This design comes from an exercise in tuning for small area, a short achievable clock period and few clock cycles on the open sky130 flow, not from production work.
Function was checked by simulation only, so behaviour that the tests miss may differ from the original.

## P
## mul_div_unit
module mul_div_unit
(
  input  logic        clk,
  input  logic        reset,
  input  logic        start,
  input  logic        cancel,
  input  logic [3:0]  op,
  input  logic [31:0] rs_data,
  input  logic [31:0] rt_data,
  output logic        busy,
  output logic [31:0] read_data
);
==> module mul_div_unit, before the edit <==
module mul_div_unit
(
  input  logic        clk,
  input  logic        reset,
  input  logic        start,
  input  logic        cancel,
  input  logic [3:0]  op,
  input  logic [31:0] rs_data,
  input  logic [31:0] rt_data,
  output logic        busy,
  output logic [31:0] read_data
);
  logic        run_q, fix_q, div_q, short_q, negq_q, negr_q;
  logic [3:0]  cnt_q;
  logic [32:0] hx_q, b_q;
  logic [31:0] lo_q;
  logic go, is_mul, is_div, sgn, an, dn, rs_s16, rt_s16, swap, mshort;
  logic d18, d9, d3;
  logic negp, negq;
  logic [32:0] p_in, p, q_in, q;
  logic [31:0] lo_rev, p_rev, p_rev16, p_rev7, p_rev1;
  assign busy = run_q | fix_q;
  assign go   = start & ~cancel & ~busy;
  assign is_mul = (op == MDU_MULT) || (op == MDU_MULTU);
  assign is_div = (op == MDU_DIV)  || (op == MDU_DIVU);
  assign sgn    = (op == MDU_MULT) || (op == MDU_DIV);
  assign an     = sgn & rs_data[31];
  assign dn     = sgn & rt_data[31];
  function automatic logic a_lt(input logic [31:0] v, input logic n, input int m);
    logic all1, all0;
    all1 = 1'b1;
    all0 = 1'b1;
    for (int i = 31; i >= 0; i--) begin
      if (i >= m - 1) all1 = all1 & v[i];
      if (i >= m)     all0 = all0 & ~v[i];
    end
    a_lt = n ? all1 : all0;
  endfunction
  function automatic logic a_ge(input logic [31:0] v, input logic n, input int m);
    logic all1, any1;
    all1 = 1'b1;
    any1 = 1'b0;
    for (int i = 31; i >= 0; i--) begin
      if (i >= m) begin
        all1 = all1 & v[i];
        any1 = any1 | v[i];
      end
    end
    a_ge = n ? ~all1 : any1;
  endfunction
  assign rs_s16 = a_lt(rs_data, an, 16);
  assign rt_s16 = a_lt(rt_data, dn, 16);
  assign swap   = is_mul & ~rs_s16 & rt_s16;
  assign mshort = rs_s16 | rt_s16;
  assign d18 = a_ge(rt_data, dn, 14) | a_lt(rs_data, an, 17);
  assign d9  = a_ge(rt_data, dn, 23) | (a_lt(rs_data, an, 16) & a_ge(rt_data, dn, 7));
  assign d3  = a_ge(rt_data, dn, 29) | (a_lt(rs_data, an, 16) & a_ge(rt_data, dn, 13));
  always_comb begin
    for (int i = 0; i < 32; i++) begin
      lo_rev[i] = lo_q[31-i];
      p_rev[i]  = p[31-i];
      p_rev16[i] = (i <= 16) ? p[16-i] : 1'b0;
      p_rev7[i]  = (i <= 7)  ? p[7-i]  : 1'b0;
      p_rev1[i]  = (i <= 1)  ? p[1-i]  : 1'b0;
    end
  end
  assign negp = fix_q ? negq_q : (swap ? dn : an);
  assign negq = fix_q ? negr_q : (is_mul ? (swap ? dn : an) : ~dn);
  assign p_in = fix_q ? {1'b0, lo_rev} : swap ? {dn, rt_data} : {an, rs_data};
  assign q_in = fix_q ? {1'b0, hx_q[32:1]} : swap ? {an, rs_data} : {dn, rt_data};
  mdu_neg #(.W(33)) u_negp (.neg(negp), .x(p_in), .y(p));
  mdu_neg #(.W(33)) u_negq (.neg(negq), .x(q_in), .y(q));
  logic [32:0] xm, x0, x1, x2, x3;
  logic        qm, q0, q1, q2;
  logic [31:0] lm, l0, l1, l2, l3;
  mdu_mstep u_sm (.x(hx_q), .b(b_q), .lo0(lo_q[0]), .x_n(xm), .q(qm));
  assign lm = {qm, lo_q[31:1]};
  assign x0 = div_q ? hx_q : xm;
  assign l0 = div_q ? lo_q : lm;
  mdu_step  u_s0 (.div(div_q), .x(x0), .b(b_q), .lo0(l0[0]), .x_n(x1), .q(q0));
  assign l1 = {q0, l0[31:1]};
  mdu_step  u_s1 (.div(div_q), .x(x1), .b(b_q), .lo0(l1[0]), .x_n(x2), .q(q1));
  assign l2 = {q1, l1[31:1]};
  mdu_step  u_s2 (.div(div_q), .x(x2), .b(b_q), .lo0(l2[0]), .x_n(x3), .q(q2));
  assign l3 = {q2, l2[31:1]};
  always_ff @(posedge clk) begin
    if (!reset) begin
      run_q   <= 1'b0;
      fix_q   <= 1'b0;
      div_q   <= 1'b0;
      short_q <= 1'b0;
      negq_q  <= 1'b0;
      negr_q  <= 1'b0;
      cnt_q   <= '0;
      hx_q    <= '0;
      lo_q    <= '0;
    end else if (run_q) begin
      cnt_q <= cnt_q - 4'd1;
      if (cnt_q == 4'd0) begin
        run_q <= 1'b0;
        fix_q <= div_q;
      end
      if (cnt_q == 4'd0 && short_q && !div_q) begin
        hx_q <= {{16{x3[32]}}, x3[32:16]};
        lo_q <= {x3[15:0], l3[31:16]};
      end else begin
        hx_q <= x3;
        lo_q <= l3;
      end
    end else if (fix_q) begin
      hx_q  <= {1'b0, q[31:0]};
      lo_q  <= p[31:0];
      fix_q <= 1'b0;
    end else if (go) begin
      if (is_mul) begin
        run_q   <= 1'b1;
        div_q   <= 1'b0;
        short_q <= mshort;
        cnt_q   <= mshort ? 4'd3 : 4'd7;
        hx_q    <= '0;
        lo_q    <= p[31:0];
      end else if (is_div && (rt_data != 32'd0)) begin
        run_q   <= 1'b1;
        div_q   <= 1'b1;
        negq_q  <= an ^ dn;
        negr_q  <= an;
        if (d3) begin
          cnt_q <= 4'd0;
          hx_q  <= {3'd0, p[31:2]};
          lo_q  <= p_rev1;
        end else if (d9) begin
          cnt_q <= 4'd2;
          hx_q  <= {9'd0, p[31:8]};
          lo_q  <= p_rev7;
        end else if (d18) begin
          cnt_q <= 4'd5;
          hx_q  <= {18'd0, p[31:17]};
          lo_q  <= p_rev16;
        end else begin
          cnt_q <= 4'd10;
          hx_q  <= '0;
          lo_q  <= p_rev;
        end
      end else if (op == MDU_MTHI) begin
        hx_q[31:0] <= p[31:0];
      end else if (op == MDU_MTLO) begin
        lo_q <= p[31:0];
      end
    end
  end
  always_ff @(posedge clk) begin
    if (!busy) b_q <= q;
  end
  assign read_data[15:0]  = op[0] ? hx_q[15:0]  : lo_q[15:0];
  assign read_data[31:16] = op[1] ? lo_q[31:16] : hx_q[31:16];
endmodule
Settings: LEC_CHECK=0, ABC_AREA=1, CAP_MARGIN=20, CORE_MARGIN=2, CORE_UTILIZATION=40, SLEW_MARGIN=20; clock period 125.0 ns.
standard.sh (not shown) runs the stock make flow with config.mk's settings and CLKGATE_MAP_FILE= SYNTH_SCRIPT=/design/flow/synth_recipe.tcl, a recipe that flattens the netlist after the stock synthesis.
==> flow/flow/run.sh <==
#!/bin/bash
# The standard layout, except that the port buffers it inserts use the
# smallest plain buffer (sky130_fd_sc_hd__buf_1) instead of the default
# delay buffer. Everything else, synthesis included, is the standard flow.
set -euo pipefail
bash standard.sh "BUFFER_PORTS_ARGS=-buffer_cell sky130_fd_sc_hd__buf_1" finish > standard_flow.log 2>&1
Testbench counts of P, summed over its fixed seeds: cycles 95,313.
--- input diff P..Q ---
diff --git a/flow/design.v b/flow/design.v
--- a/flow/design.v
+++ b/flow/design.v
@@ -95,16 +95,16 @@
 );
   logic        run_q, fix_q, div_q, short_q, negq_q, negr_q;
   logic [3:0]  cnt_q;
   logic [32:0] hx_q, b_q;
   logic [31:0] lo_q;
   logic go, is_mul, is_div, sgn, an, dn, rs_s16, rt_s16, swap, mshort;
-  logic d18, d9, d3;
+  logic d18, d3;
   logic negp, negq;
   logic [32:0] p_in, p, q_in, q;
-  logic [31:0] lo_rev, p_rev, p_rev16, p_rev7, p_rev1;
+  logic [31:0] lo_rev, p_rev, p_rev16, p_rev1;
   assign busy = run_q | fix_q;
   assign go   = start & ~cancel & ~busy;
   assign is_mul = (op == MDU_MULT) || (op == MDU_MULTU);
   assign is_div = (op == MDU_DIV)  || (op == MDU_DIVU);
   assign sgn    = (op == MDU_MULT) || (op == MDU_DIV);
   assign an     = sgn & rs_data[31];
@@ -133,20 +133,18 @@
   endfunction
   assign rs_s16 = a_lt(rs_data, an, 16);
   assign rt_s16 = a_lt(rt_data, dn, 16);
   assign swap   = is_mul & ~rs_s16 & rt_s16;
   assign mshort = rs_s16 | rt_s16;
   assign d18 = a_ge(rt_data, dn, 14) | a_lt(rs_data, an, 17);
-  assign d9  = a_ge(rt_data, dn, 23) | (a_lt(rs_data, an, 16) & a_ge(rt_data, dn, 7));
   assign d3  = a_ge(rt_data, dn, 29) | (a_lt(rs_data, an, 16) & a_ge(rt_data, dn, 13));
   always_comb begin
     for (int i = 0; i < 32; i++) begin
       lo_rev[i] = lo_q[31-i];
       p_rev[i]  = p[31-i];
       p_rev16[i] = (i <= 16) ? p[16-i] : 1'b0;
-      p_rev7[i]  = (i <= 7)  ? p[7-i]  : 1'b0;
       p_rev1[i]  = (i <= 1)  ? p[1-i]  : 1'b0;
     end
   end
   assign negp = fix_q ? negq_q : (swap ? dn : an);
   assign negq = fix_q ? negr_q : (is_mul ? (swap ? dn : an) : ~dn);
   assign p_in = fix_q ? {1'b0, lo_rev} : swap ? {dn, rt_data} : {an, rs_data};
@@ -208,16 +206,12 @@
         negq_q  <= an ^ dn;
         negr_q  <= an;
         if (d3) begin
           cnt_q <= 4'd0;
           hx_q  <= {3'd0, p[31:2]};
           lo_q  <= p_rev1;
-        end else if (d9) begin
-          cnt_q <= 4'd2;
-          hx_q  <= {9'd0, p[31:8]};
-          lo_q  <= p_rev7;
         end else if (d18) begin
           cnt_q <= 4'd5;
           hx_q  <= {18'd0, p[31:17]};
           lo_q  <= p_rev16;
         end else begin
           cnt_q <= 4'd10;
[summary]
From P to Q the numbers moved as follows: worst setup slack rose by 0.087 ns, setup clock skew after layout barely changed, register-to-register slack down 1.07 ns, fmax was more or less identical, sequential share of layout area increased by 0.20 points relative to the old numbers. On Q: mean area per synthesized cell is 0.18 sq um higher than what P gave. Diff P..Q | global-route congestion overflow total | unchanged. Summary of Q over P: cell area dropped about 1.4%; global-route usage down 2.0 points. Compared with P, in Q layout cell share with drive strength beyond 1 climbed 0.20 points; utilization after layout climbed 0.40 points; final-layout clock buffer total climbed 1. Of Q and P, Q shows the lower global-route wire length before repair, with P above it.
Testbench counts of Q, summed over its fixed seeds: cycles 96,957.


The RTL this note starts from:
==> flow/design.v <==
package mul_div_unit_pkg;
  localparam logic [3:0] MDU_NONE  = 4'h0;
  localparam logic [3:0] MDU_MULT  = 4'h1;
  localparam logic [3:0] MDU_MULTU = 4'h2;
  localparam logic [3:0] MDU_DIV   = 4'h3;
  localparam logic [3:0] MDU_DIVU  = 4'h4;
  localparam logic [3:0] MDU_MFHI  = 4'h5;
  localparam logic [3:0] MDU_MFLO  = 4'h6;
  localparam logic [3:0] MDU_MTHI  = 4'h7;
  localparam logic [3:0] MDU_MTLO  = 4'h8;
  typedef enum logic [0:0] {StIdle, StRun} mdu_state_e;
endpackage
import mul_div_unit_pkg::*;
module mdu_add34
(
  input  logic [33:0] a,
  input  logic [33:0] b,
  input  logic        ci,
  output logic [33:0] s
);
  logic [34:0] c;
  assign c[0] = ci;
  for (genvar i = 0; i < 34; i++) begin : g_fa
    assign s[i]   = a[i] ^ b[i] ^ c[i];
    assign c[i+1] = (a[i] & b[i]) | (a[i] & c[i]) | (b[i] & c[i]);
  end
endmodule
module mdu_step
(
  input  logic        div,
  input  logic [32:0] x,
  input  logic [32:0] b,
  input  logic        lo0,
  output logic [32:0] x_n,
  output logic        q
);
  logic        xe;
  logic [33:0] s, r;
  logic        sel;
  assign xe = ~div & x[32];
  mdu_add34 u_add (
    .a  ({xe, x}),
    .b  ({b[32], b}),
    .ci (1'b0),
    .s  (s)
  );
  assign sel = div ? ~s[33] : lo0;
  assign r   = sel ? s : {xe, x};
  assign x_n = div ? {r[31:0], lo0} : r[33:1];
  assign q   = div ? sel : r[0];
endmodule
module mdu_mstep
(
  input  logic [32:0] x,
  input  logic [32:0] b,
  input  logic        lo0,
  output logic [32:0] x_n,
  output logic        q
);
  logic [33:0] s;
  mdu_add34 u_add (
    .a  ({x[32], x}),
    .b  ({b[32], b} & {34{lo0}}),
    .ci (1'b0),
    .s  (s)
  );
  assign x_n = s[33:1];
  assign q   = s[0];
endmodule
module mdu_neg #(parameter int unsigned W = 32)
(
  input  logic         neg,
  input  logic [W-1:0] x,
  output logic [W-1:0] y
);
  logic [W:0] m;
  assign m[0] = 1'b0;
  for (genvar i = 0; i < W; i++) begin : g_bit
    assign y[i]   = x[i] ^ m[i];
    assign m[i+1] = m[i] | (neg & x[i]);
  end
endmodule
import mul_div_unit_pkg::*;
module mul_div_unit
(
  input  logic        clk,
  input  logic        reset,
  input  logic        start,
  input  logic        cancel,
  input  logic [3:0]  op,
  input  logic [31:0] rs_data,
  input  logic [31:0] rt_data,
  output logic        busy,
  output logic [31:0] read_data
);
  logic        run_q, fix_q, div_q, short_q, negq_q, negr_q;
  logic [3:0]  cnt_q;
  logic [32:0] hx_q, b_q;
  logic [31:0] lo_q;
  logic go, is_mul, is_div, sgn, an, dn, rs_s16, rt_s16, swap, mshort;
  logic d18, d3;
  logic negp, negq;
  logic [32:0] p_in, p, q_in, q;
  logic [31:0] lo_rev, p_rev, p_rev16, p_rev1;
  assign busy = run_q | fix_q;
  assign go   = start & ~cancel & ~busy;
  assign is_mul = (op == MDU_MULT) || (op == MDU_MULTU);
  assign is_div = (op == MDU_DIV)  || (op == MDU_DIVU);
  assign sgn    = (op == MDU_MULT) || (op == MDU_DIV);
  assign an     = sgn & rs_data[31];
  assign dn     = sgn & rt_data[31];
  function automatic logic a_lt(input logic [31:0] v, input logic n, input int m);
    logic all1, all0;
    all1 = 1'b1;
    all0 = 1'b1;
    for (int i = 31; i >= 0; i--) begin
      if (i >= m - 1) all1 = all1 & v[i];
      if (i >= m)     all0 = all0 & ~v[i];
    end
    a_lt = n ? all1 : all0;
  endfunction
  function automatic logic a_ge(input logic [31:0] v, input logic n, input int m);
    logic all1, any1;
    all1 = 1'b1;
    any1 = 1'b0;
    for (int i = 31; i >= 0; i--) begin
      if (i >= m) begin
        all1 = all1 & v[i];
        any1 = any1 | v[i];
      end
    end
    a_ge = n ? ~all1 : any1;
  endfunction
  assign rs_s16 = a_lt(rs_data, an, 16);
  assign rt_s16 = a_lt(rt_data, dn, 16);
  assign swap   = is_mul & ~rs_s16 & rt_s16;
  assign mshort = rs_s16 | rt_s16;
  assign d18 = a_ge(rt_data, dn, 14) | a_lt(rs_data, an, 17);
  assign d3  = a_ge(rt_data, dn, 29) | (a_lt(rs_data, an, 16) & a_ge(rt_data, dn, 13)) |
               (a_lt(rs_data, an, 13) & a_ge(rt_data, dn, 10)) |
               (a_lt(rs_data, an, 8) & a_ge(rt_data, dn, 5));
  always_comb begin
    for (int i = 0; i < 32; i++) begin
      lo_rev[i] = lo_q[31-i];
      p_rev[i]  = p[31-i];
      p_rev16[i] = (i <= 16) ? p[16-i] : 1'b0;
      p_rev1[i]  = (i <= 1)  ? p[1-i]  : 1'b0;
    end
  end
  assign negp = fix_q ? negq_q : (swap ? dn : an);
  assign negq = fix_q ? negr_q : (is_mul ? (swap ? dn : an) : ~dn);
  logic sel_f, sel_s, sel_n;
  assign sel_f = fix_q;
  assign sel_s = ~fix_q & swap;
  assign sel_n = ~fix_q & ~swap;
  assign p_in = ({33{sel_f}} & {1'b0, lo_rev}) | ({33{sel_s}} & {dn, rt_data}) |
                ({33{sel_n}} & {an, rs_data});
  assign q_in = ({33{sel_f}} & {1'b0, hx_q[32:1]}) | ({33{sel_s}} & {an, rs_data}) |
                ({33{sel_n}} & {dn, rt_data});
  mdu_neg #(.W(33)) u_negp (.neg(negp), .x(p_in), .y(p));
  mdu_neg #(.W(33)) u_negq (.neg(negq), .x(q_in), .y(q));
  logic [32:0] xm, x0, x1, x2, x3;
  logic        qm, q0, q1, q2;
  logic [31:0] lm, l0, l1, l2, l3;
  mdu_mstep u_sm (.x(hx_q), .b(b_q), .lo0(lo_q[0]), .x_n(xm), .q(qm));
  assign lm = {qm, lo_q[31:1]};
  assign x0 = ({33{div_q}} & hx_q) | ({33{~div_q}} & xm);
  assign l0 = ({32{div_q}} & lo_q) | ({32{~div_q}} & lm);
  mdu_step  u_s0 (.div(div_q), .x(x0), .b(b_q), .lo0(l0[0]), .x_n(x1), .q(q0));
  assign l1 = {q0, l0[31:1]};
  mdu_step  u_s1 (.div(div_q), .x(x1), .b(b_q), .lo0(l1[0]), .x_n(x2), .q(q1));
  assign l2 = {q1, l1[31:1]};
  mdu_step  u_s2 (.div(div_q), .x(x2), .b(b_q), .lo0(l2[0]), .x_n(x3), .q(q2));
  assign l3 = {q2, l2[31:1]};
  logic st_end, st_sh, ld_mul, ld_div, ld_d3, ld_d18, ld_dfull, ld_mthi, ld_mtlo;
  assign st_end   = run_q & (cnt_q == 4'd0);
  assign st_sh    = st_end & short_q & ~div_q;
  assign ld_mul   = ~busy & go & is_mul;
  assign ld_div   = ~busy & go & is_div & (rt_data != 32'd0);
  assign ld_d3    = ld_div & d3;
  assign ld_d18   = ld_div & ~d3 & d18;
  assign ld_dfull = ld_div & ~d3 & ~d18;
  assign ld_mthi  = ~busy & go & (op == MDU_MTHI);
  assign ld_mtlo  = ~busy & go & (op == MDU_MTLO);
  logic        hx_we, lo_we;
  logic [32:0] hx_d;
  logic [31:0] lo_d;
  assign hx_we = ~reset | run_q | fix_q | ld_mul | ld_div | ld_mthi;
  assign lo_we = ~reset | run_q | fix_q | ld_mul | ld_div | ld_mtlo;
  assign hx_d  = ({33{reset & run_q & ~st_sh}} & x3) |
                 ({33{reset & st_sh}}          & {{16{x3[32]}}, x3[32:16]}) |
                 ({33{reset & fix_q}}          & {1'b0, q[31:0]}) |
                 ({33{reset & ld_mthi}}        & {hx_q[32], p[31:0]}) |
                 ({33{reset & ld_d3}}          & {3'd0, p[31:2]}) |
                 ({33{reset & ld_d18}}         & {18'd0, p[31:17]});
  assign lo_d  = ({32{reset & run_q & ~st_sh}} & l3) |
                 ({32{reset & st_sh}}          & {x3[15:0], l3[31:16]}) |
                 ({32{reset & (fix_q | ld_mul | ld_mtlo)}} & p[31:0]) |
                 ({32{reset & ld_d3}}          & p_rev1) |
                 ({32{reset & ld_d18}}         & p_rev16) |
                 ({32{reset & ld_dfull}}       & p_rev);
  always_ff @(posedge clk) begin
    if (hx_we) hx_q <= hx_d;
    if (lo_we) lo_q <= lo_d;
  end
  always_ff @(posedge clk) begin
    if (!reset) begin
      run_q   <= 1'b0;
      fix_q   <= 1'b0;
      div_q   <= 1'b0;
      short_q <= 1'b0;
      negq_q  <= 1'b0;
      negr_q  <= 1'b0;
      cnt_q   <= '0;
    end else if (run_q) begin
      cnt_q <= cnt_q - 4'd1;
      if (cnt_q == 4'd0) begin
        run_q <= 1'b0;
        fix_q <= div_q;
      end
    end else if (fix_q) begin
      fix_q <= 1'b0;
    end else if (ld_mul) begin
      run_q   <= 1'b1;
      div_q   <= 1'b0;
      short_q <= mshort;
      cnt_q   <= mshort ? 4'd3 : 4'd7;
    end else if (ld_div) begin
      run_q   <= 1'b1;
      div_q   <= 1'b1;
      negq_q  <= an ^ dn;
      negr_q  <= an;
      cnt_q   <= d3 ? 4'd0 : d18 ? 4'd5 : 4'd10;
    end
  end
  always_ff @(posedge clk) begin
    if (!busy) b_q <= q;
  end
  assign read_data[15:0]  = op[0] ? hx_q[15:0]  : lo_q[15:0];
  assign read_data[31:16] = op[1] ? lo_q[31:16] : hx_q[31:16];
endmodule
export LEC_CHECK = 0
export ABC_AREA = 1
export CAP_MARGIN = 20
export CORE_MARGIN = 2
export CORE_UTILIZATION = 40
export SLEW_MARGIN = 20
create_clock -name core_clock -period 125.0 [get_ports {clk}]
Scripts as last shown in full above: flow/flow/run.sh
Testbench counts at the start, summed over its fixed seeds: cycles 96,176.
==> next run, changes <==
--- a/flow/design.v
+++ b/flow/design.v
@@ -16,10 +16,12 @@
   input  logic [33:0] a,
   input  logic [33:0] b,
   input  logic        ci,
-  output logic [33:0] s
+  output logic [33:0] s,
+  output logic        c33       
 );
   logic [34:0] c;
   assign c[0] = ci;
+  assign c33  = c[33];
   for (genvar i = 0; i < 34; i++) begin : g_fa
     assign s[i]   = a[i] ^ b[i] ^ c[i];
     assign c[i+1] = (a[i] & b[i]) | (a[i] & c[i]) | (b[i] & c[i]);
@@ -38,13 +40,15 @@
   logic [33:0] s, r;
   logic        sel;
   assign xe = ~div & x[32];
+  logic        c33;
   mdu_add34 u_add (
-    .a  ({xe, x}),
-    .b  ({b[32], b}),
-    .ci (1'b0),
-    .s  (s)
+    .a   ({xe, x}),
+    .b   ({b[32], b}),
+    .ci  (1'b0),
+    .s   (s),
+    .c33 (c33)
   );
-  assign sel = div ? ~s[33] : lo0;
+  assign sel = div ? c33 : lo0;
   assign r   = sel ? s : {xe, x};
   assign x_n = div ? {r[31:0], lo0} : r[33:1];
   assign q   = div ? sel : r[0];
@@ -59,10 +63,11 @@
 );
   logic [33:0] s;
   mdu_add34 u_add (
-    .a  ({x[32], x}),
-    .b  ({b[32], b} & {34{lo0}}),
-    .ci (1'b0),
-    .s  (s)
+    .a   ({x[32], x}),
+    .b   ({b[32], b} & {34{lo0}}),
+    .ci  (1'b0),
+    .s   (s),
+    .c33 ()
   );
   assign x_n = s[33:1];
   assign q   = s[0];
@@ -97,7 +102,8 @@
   logic [3:0]  cnt_q;
   logic [32:0] hx_q, b_q;
   logic [31:0] lo_q;
-  logic go, is_mul, is_div, sgn, an, dn, rs_s16, rt_s16, swap, mshort;
+  logic go, is_mul, is_div, sgn, an, dn, rs_s16, rt_s16, rs_s12, rt_s12, swap, mshort, m12;
+  logic short12_q;
   logic d18, d3;
   logic negp, negq;
   logic [32:0] p_in, p, q_in, q;
@@ -133,8 +139,11 @@
   endfunction
   assign rs_s16 = a_lt(rs_data, an, 16);
   assign rt_s16 = a_lt(rt_data, dn, 16);
-  assign swap   = is_mul & ~rs_s16 & rt_s16;
+  assign rs_s12 = a_lt(rs_data, an, 12);
+  assign rt_s12 = a_lt(rt_data, dn, 12);
+  assign swap   = is_mul & ((~rs_s16 & rt_s16) | (~rs_s12 & rt_s12));
   assign mshort = rs_s16 | rt_s16;
+  assign m12    = rs_s12 | rt_s12;
   assign d18 = a_ge(rt_data, dn, 14) | a_lt(rs_data, an, 17);
   assign d3  = a_ge(rt_data, dn, 29) | (a_lt(rs_data, an, 16) & a_ge(rt_data, dn, 13)) |
                (a_lt(rs_data, an, 13) & a_ge(rt_data, dn, 10)) |
@@ -174,7 +183,9 @@
   assign l3 = {q2, l2[31:1]};
   logic st_end, st_sh, ld_mul, ld_div, ld_d3, ld_d18, ld_dfull, ld_mthi, ld_mtlo;
   assign st_end   = run_q & (cnt_q == 4'd0);
-  assign st_sh    = st_end & short_q & ~div_q;
+  assign st_sh    = st_end & short_q & ~short12_q & ~div_q;
+  logic st_sh12;
+  assign st_sh12  = st_end & short12_q & ~div_q;
   assign ld_mul   = ~busy & go & is_mul;
   assign ld_div   = ~busy & go & is_div & (rt_data != 32'd0);
   assign ld_d3    = ld_div & d3;
@@ -187,13 +198,15 @@
   logic [31:0] lo_d;
   assign hx_we = ~reset | run_q | fix_q | ld_mul | ld_div | ld_mthi;
   assign lo_we = ~reset | run_q | fix_q | ld_mul | ld_div | ld_mtlo;
-  assign hx_d  = ({33{reset & run_q & ~st_sh}} & x3) |
+  assign hx_d  = ({33{reset & run_q & ~st_sh & ~st_sh12}} & x3) |
+                 ({33{reset & st_sh12}}        & {{20{x3[32]}}, x3[32:20]}) |
                  ({33{reset & st_sh}}          & {{16{x3[32]}}, x3[32:16]}) |
                  ({33{reset & fix_q}}          & {1'b0, q[31:0]}) |
                  ({33{reset & ld_mthi}}        & {hx_q[32], p[31:0]}) |
                  ({33{reset & ld_d3}}          & {3'd0, p[31:2]}) |
                  ({33{reset & ld_d18}}         & {18'd0, p[31:17]});
-  assign lo_d  = ({32{reset & run_q & ~st_sh}} & l3) |
+  assign lo_d  = ({32{reset & run_q & ~st_sh & ~st_sh12}} & l3) |
+                 ({32{reset & st_sh12}}        & {x3[19:0], l3[31:20]}) |
                  ({32{reset & st_sh}}          & {x3[15:0], l3[31:16]}) |
                  ({32{reset & (fix_q | ld_mul | ld_mtlo)}} & p[31:0]) |
                  ({32{reset & ld_d3}}          & p_rev1) |
@@ -209,6 +222,7 @@
       fix_q   <= 1'b0;
       div_q   <= 1'b0;
       short_q <= 1'b0;
+      short12_q <= 1'b0;
       negq_q  <= 1'b0;
       negr_q  <= 1'b0;
       cnt_q   <= '0;
@@ -224,7 +238,8 @@
       run_q   <= 1'b1;
       div_q   <= 1'b0;
       short_q <= mshort;
-      cnt_q   <= mshort ? 4'd3 : 4'd7;
+      short12_q <= m12;
+      cnt_q   <= m12 ? 4'd2 : mshort ? 4'd3 : 4'd7;
     end else if (ld_div) begin
       run_q   <= 1'b1;
       div_q   <= 1'b1;
Effect: Wire length goes up by about 9%. Cell area goes up by about 1.9%. Critical path depth goes up by 1. Sequential cell count goes up by 1. Synthesized cell count goes up by 7.9%.
Testbench counts after the change, summed over its fixed seeds: cycles 93,892.

afterwards: timing with drivers on the ports:
Ports are ideal in the flow. The routed layouts listed here were re-timed in OpenROAD. Step 1: set_driving_cell puts a clkbuf_16 on clk and a buf_2 on each other input, an assumption about the parent block. Step 2 also shifts input and output timing later by t, the mid clock arrival at the registers, as if the neighbouring blocks saw the same clock. Slacks: no drivers / after step 1 / after step 2; pairs: no drivers / after step 1.
run | t (ns) | setup slack, ns | worst setup path at the end | worst data-port slew with drivers (ns) | pins driven straight from the clock port
P | 0.433 | 73.731 / 73.711 / 73.711 | input to output | 0.04 | 1
Q | 0.423 | 73.818 / 73.791 / 73.791 | input to output | 0.04 | 1
the first run of note 2 | 0.415 | 74.049 / 74.028 / 74.028 | input to output | 0.04 | 1
the second run of note 2 | 0.427 | 74.192 / 74.171 / 74.171 | input to output | 0.04 | 1
After both steps setup and hold are still met in every run listed. The setup slack of Q, which loses most, moves by -0.027 ns with the drivers and by -0.027 ns with both steps.
